Context: an optimization exercise on an open-source flow, tuned for small area and a short achievable clock period. The choices shown serve that exercise and are no tape-out recipe. The RTL was checked by simulation tests, not by an equivalence proof against the original design. The clock port is modelled as an ideal driver; clocking choices that lean on that would not hold on a real chip.

Design qft3_top, start of the top module:
module qft3_top
(
    input  logic        clk,
    input  logic        rst_n,
    input  logic        valid_i,
    input  logic [63:0] re_i,
    input  logic [63:0] im_i,
    output logic        valid_o,
    output logic [63:0] re_o,
    output logic [63:0] im_o
);
Settings: LEC_CHECK=0, CAP_MARGIN=20, CORE_MARGIN=2, CORE_UTILIZATION=40, SETUP_SLACK_MARGIN=2.0, SLEW_MARGIN=20; clock period 4.0 ns.
run.sh (not shown) runs the stock make flow with config.mk's settings and CLKGATE_MAP_FILE= SYNTH_SCRIPT=/design/flow/synth_recipe.tcl, a recipe that flattens the netlist after the stock synthesis.
The baseline passed the timing, design-rule and antenna checks.
Rerun with:
--- a/flow/config.mk
+++ b/flow/config.mk
@@ -9,4 +9,3 @@
 export CORE_MARGIN = 2
 export CORE_UTILIZATION = 40
-export SETUP_SLACK_MARGIN = 2.0
 export SLEW_MARGIN = 20
Flip-flop and latch count is unchanged.
Worst setup slack is worse by 0.37 ns.
Die area is unchanged.
Cell area went down by 12%.
Routed wire length shrinks by 8.0%.
Rerun with:
--- a/flow/config.mk
+++ b/flow/config.mk
@@ -9,3 +9,6 @@
 export CORE_MARGIN = 2
 export CORE_UTILIZATION = 40
+export CTS_CLUSTER_DIAMETER = 150
+export CTS_CLUSTER_SIZE = 24
+export SETUP_SLACK_MARGIN = 1.6
 export SLEW_MARGIN = 20
Cell count falls by about 0.5%. Setup slack gets better by 0.32 ns. Via count rises by 0.95%. Core utilization stays flat. Synthesized area does not change. Wire length rises by about 2.5%.
Rerun with:
--- a/flow/config.mk
+++ b/flow/config.mk
@@ -9,6 +9,6 @@
 export CORE_MARGIN = 2
 export CORE_UTILIZATION = 40
-export CTS_CLUSTER_DIAMETER = 150
-export CTS_CLUSTER_SIZE = 24
+export CTS_BUF_LIST = sky130_fd_sc_hd__clkbuf_8
+export CTS_CLUSTER_SIZE = 30
 export SETUP_SLACK_MARGIN = 1.6
 export SLEW_MARGIN = 20
Result: The new run went through all stages and came out clean. Worst hold slack degrades by 0.15 ns. Wire length grows slightly.

== run A ==
Starting RTL as in the previous note.
// qft3_top
module qft3_top
(
    input  logic        clk,
    input  logic        rst_n,
    input  logic        valid_i,
    input  logic [63:0] re_i,
    input  logic [63:0] im_i,
    output logic        valid_o,
    output logic [63:0] re_o,
    output logic [63:0] im_o
);
Settings: LEC_CHECK=0, CAP_MARGIN=20, CORE_MARGIN=2, CORE_UTILIZATION=40, CTS_CLUSTER_DIAMETER=150, CTS_CLUSTER_SIZE=24, SETUP_SLACK_MARGIN=1.6, SLEW_MARGIN=20; clock period 4.0 ns.
standard.sh (not shown) runs the stock make flow with config.mk's settings and CLKGATE_MAP_FILE= SYNTH_SCRIPT=/design/flow/synth_recipe.tcl, a recipe that flattens the netlist after the stock synthesis.
==> flow/flow/run.sh <==
#!/bin/bash
# The standard layout with two changes:
#  - the ports get the smallest buffer (buf_1) instead of the default one;
#  - after clock tree synthesis, flops inside the pipeline whose incoming paths are
#    tighter than their outgoing ones get one or two clock buffers of delay (useful skew between
#    internal registers only; flops fed by the inputs and the valid chain are left alone).
# Each tool's output goes to a log of its own in this folder.
set -euo pipefail
export BUFFER_PORTS_ARGS="-buffer_cell sky130_fd_sc_hd__buf_1"
bash standard.sh synth > synth.log 2>&1
bash standard.sh cts > place_cts.log 2>&1
R=orfs/results/sky130hd/qft3_top/base
PLATFORM_DIR="$FLOW_HOME/platforms/sky130hd" IN_ODB=$R/4_cts.odb IN_SDC=$R/4_cts.sdc OUT_ODB=$R/4_cts.odb \
  SKEW_DELTA=0.08 SKEW_BUF=sky130_fd_sc_hd__clkbuf_1 SKEW_BELOW=1.8 SKEW_PASSES=2 \
  SKEW_IO_PATTERNS='*_h2_*_t_d1* v_q*' \
  openroad -no_init -exit flow/skew.tcl > skew.log 2>&1
bash standard.sh finish > route_finish.log 2>&1
==> flow/flow/skew.tcl <==
# Useful skew for the internal register-to-register paths: give a flop whose incoming
# paths are tighter than its outgoing ones a small clock delay (a buffer on its clock pin;
# SKEW_PASSES rounds, so at most that many buffers in a row). Flops whose names match
# SKEW_IO_PATTERNS (those that capture from the input ports, and the valid chain) are left
# alone, so no path from an input gains time; delaying a flop that drives an output only
# takes time away from the output path.
set plat $::env(PLATFORM_DIR)
read_lef $plat/lef/sky130_fd_sc_hd.tlef
read_lef $plat/lef/sky130_fd_sc_hd_merged.lef
read_liberty $plat/lib/sky130_fd_sc_hd__tt_025C_1v80.lib
read_db $::env(IN_ODB)
read_sdc $::env(IN_SDC)
source $plat/setRC.tcl
set_propagated_clock [all_clocks]
estimate_parasitics -placement
puts "before: worst slack [format %.3f [sta::worst_slack -max]] hold [format %.3f [sta::worst_slack -min]]"
set delta $::env(SKEW_DELTA)
set bufm $::env(SKEW_BUF)
set block [ord::get_db_block]
set master [[ord::get_db] findMaster $bufm]
# flops left alone, by name
set io_pat $::env(SKEW_IO_PATTERNS)
set k 0
for {set pass 0} {$pass < $::env(SKEW_PASSES)} {incr pass} {
set chosen {}
foreach reg [all_registers -edge_triggered -cells] {
  set n [get_full_name $reg]
  set skip 0
  foreach p $io_pat { if {[string match $p $n]} { set skip 1 } }
  if {$skip} continue
  set d [get_pins -of_objects $reg -filter "name==D"]
  set q [get_pins -of_objects $reg -filter "name==Q"]
  if {$d eq "" || $q eq ""} continue
  set sin [get_property $d slack_max]
  set sout [get_property $q slack_max]
  if {$sin + $delta < $sout - $delta && $sin < $::env(SKEW_BELOW)} { lappend chosen [sta::sta_to_db_inst $reg] }
}
puts "flops to delay: [llength $chosen]"
foreach inst $chosen {
  set ck [$inst findITerm CLK]
  set cnet [$ck getNet]
  set b [odb::dbInst_create $block $master "skewbuf_$k"]
  set net [odb::dbNet_create $block "skewclk_$k"]
  $net setSigType CLOCK
  $ck disconnect
  $ck connect $net
  [$b findITerm A] connect $cnet
  [$b findITerm X] connect $net
  set loc [$inst getLocation]
  $b setLocation [lindex $loc 0] [lindex $loc 1]
  $b setPlacementStatus PLACED
  incr k
}
estimate_parasitics -placement
puts "pass $pass: worst slack [format %.3f [sta::worst_slack -max]]"
}
global_connect
detailed_placement
check_placement
estimate_parasitics -placement
puts "after: worst slack [format %.3f [sta::worst_slack -max]] hold [format %.3f [sta::worst_slack -min]]"
if {[info exists ::env(OUT_ODB)]} { write_db $::env(OUT_ODB) }
Input changes introduced in run B (baseline for comparison: run A):
Settings: changing CORE_UTILIZATION from 40 to 50.
--- outcome ---
Going from run A to run B, worst-margin pin slew went up; fraction of final layout cells sized beyond drive strength 1 now sits at about the same level; count of inverters not on the clock network in the layout about even; signal arrival time at the worst endpoint decreased 0.06 ns.
The final clock period utilization by the worst path reported for run B is greater than that of run A by 0.19 points.
The inputs of run C differ from those of run B as listed below.
Settings: CORE_UTILIZATION now 40, was 50.
diff --git a/flow/flow/run.sh b/flow/flow/run.sh
--- a/flow/flow/run.sh
+++ b/flow/flow/run.sh
@@ -12,5 +12,5 @@
 R=orfs/results/sky130hd/qft3_top/base
 PLATFORM_DIR="$FLOW_HOME/platforms/sky130hd" IN_ODB=$R/4_cts.odb IN_SDC=$R/4_cts.sdc OUT_ODB=$R/4_cts.odb \
-  SKEW_DELTA=0.08 SKEW_BUF=sky130_fd_sc_hd__clkbuf_1 SKEW_BELOW=1.8 SKEW_PASSES=2 \
+  SKEW_DELTA=0.05 SKEW_BUF=sky130_fd_sc_hd__clkbuf_1 SKEW_BELOW=1.8 SKEW_PASSES=2 \
   SKEW_IO_PATTERNS='*_h2_*_t_d1* v_q*' \
   openroad -no_init -exit flow/skew.tcl > skew.log 2>&1
==> results.txt <==
- Run B has lower total of plain and repair buffers excluding clock buffers than run C.
- Run C and run B ended up with roughly the same maximum frequency from static timing analysis.
- Run C vs. run B: multi-input logic portion of the cell area shrank by 0.47 points, instance count of the mapped netlist held steady, final cell count grew by 452, first-pass GRT wire length grew by 1.7%.
## Diff of input files: run D against run C
Settings: CORE_UTILIZATION changed from 40 to 30.
diff --git a/flow/flow/run.sh b/flow/flow/run.sh
--- a/flow/flow/run.sh
+++ b/flow/flow/run.sh
@@ -12,5 +12,5 @@
 R=orfs/results/sky130hd/qft3_top/base
 PLATFORM_DIR="$FLOW_HOME/platforms/sky130hd" IN_ODB=$R/4_cts.odb IN_SDC=$R/4_cts.sdc OUT_ODB=$R/4_cts.odb \
-  SKEW_DELTA=0.05 SKEW_BUF=sky130_fd_sc_hd__clkbuf_1 SKEW_BELOW=1.8 SKEW_PASSES=2 \
+  SKEW_DELTA=0.08 SKEW_BUF=sky130_fd_sc_hd__clkbuf_1 SKEW_BELOW=1.8 SKEW_PASSES=2 \
   SKEW_IO_PATTERNS='*_h2_*_t_d1* v_q*' \
   openroad -no_init -exit flow/skew.tcl > skew.log 2>&1
## What came out
- Looking at detailed router's first-iteration violation count, run D sits 6.5% higher than run C does.
- Going from run C to run D, total of clock buffers placed in the layout grows by 2.
- Looking at cell with the largest stage delay on the worst path, the sky130_fd_sc_hd__dfxtp_1 result is from run D; the sky130_fd_sc_hd__fa_1 one comes from run C.
- After synthesis and placement, the instance count of run D is above that of run C.
- Of the two values seen for last element of the critical path, u27_h1_re3_d6[7] was produced by run C and u48_h0_im5_d8[4] by run D.

[what the ideal ports hide]
No port has a modelled driver above. Below, the same layouts with a new extraction and two added sets of constraints.
Step 1 assumes that a clkbuf_16 drives the clock port and a buf_2 every other input.
Step 2 also shifts input and output timing later by t, the mid clock arrival at the registers, as if the neighbouring blocks saw the same clock.
Slacks: no drivers / after step 1 / after step 2; pairs: no drivers / after step 1.
run | shift t [ns] | slack for setup (ns) | hold WS [ns] | worst register clock-pin slew, ns | worst data-port slew with drivers (ns)
the first run of note 1 | 0.811 | 1.609 / 1.609 / 1.276 | 0.321 / 0.293 / 0.321 | 0.07 / 0.07 | 0.07
the second run of note 1 | 0.816 | 1.238 / 1.238 / 1.023 | 0.315 / 0.271 / 0.315 | 0.07 / 0.07 | 0.07
the third run of note 1 | 0.748 | 1.556 / 1.556 / 1.037 | 0.303 / 0.303 / 0.303 | 0.11 / 0.11 | 0.06
the fourth run of note 1 | 0.995 | 1.565 / 1.565 / 1.043 | 0.149 / 0.099 / 0.308 | 0.07 / 0.07 | 0.06
run A | 0.848 | 1.700 / 1.700 / 1.280 | 0.214 / 0.165 / 0.318 | 0.11 / 0.11 | 0.08
run B | 0.849 | 1.693 / 1.693 / 1.314 | 0.223 / 0.171 / 0.323 | 0.11 / 0.11 | 0.06
run C | 0.850 | 1.697 / 1.697 / 1.279 | 0.213 / 0.163 / 0.319 | 0.11 / 0.11 | 0.08
run D | 0.861 | 1.685 / 1.685 / 1.204 | 0.183 / 0.132 / 0.328 | 0.10 / 0.10 | 0.13
After both steps every run listed still meets setup and hold. For the fourth run of note 1, which loses most, drivers alone change the setup slack by 0.000 ns; drivers and shift together by -0.522 ns.
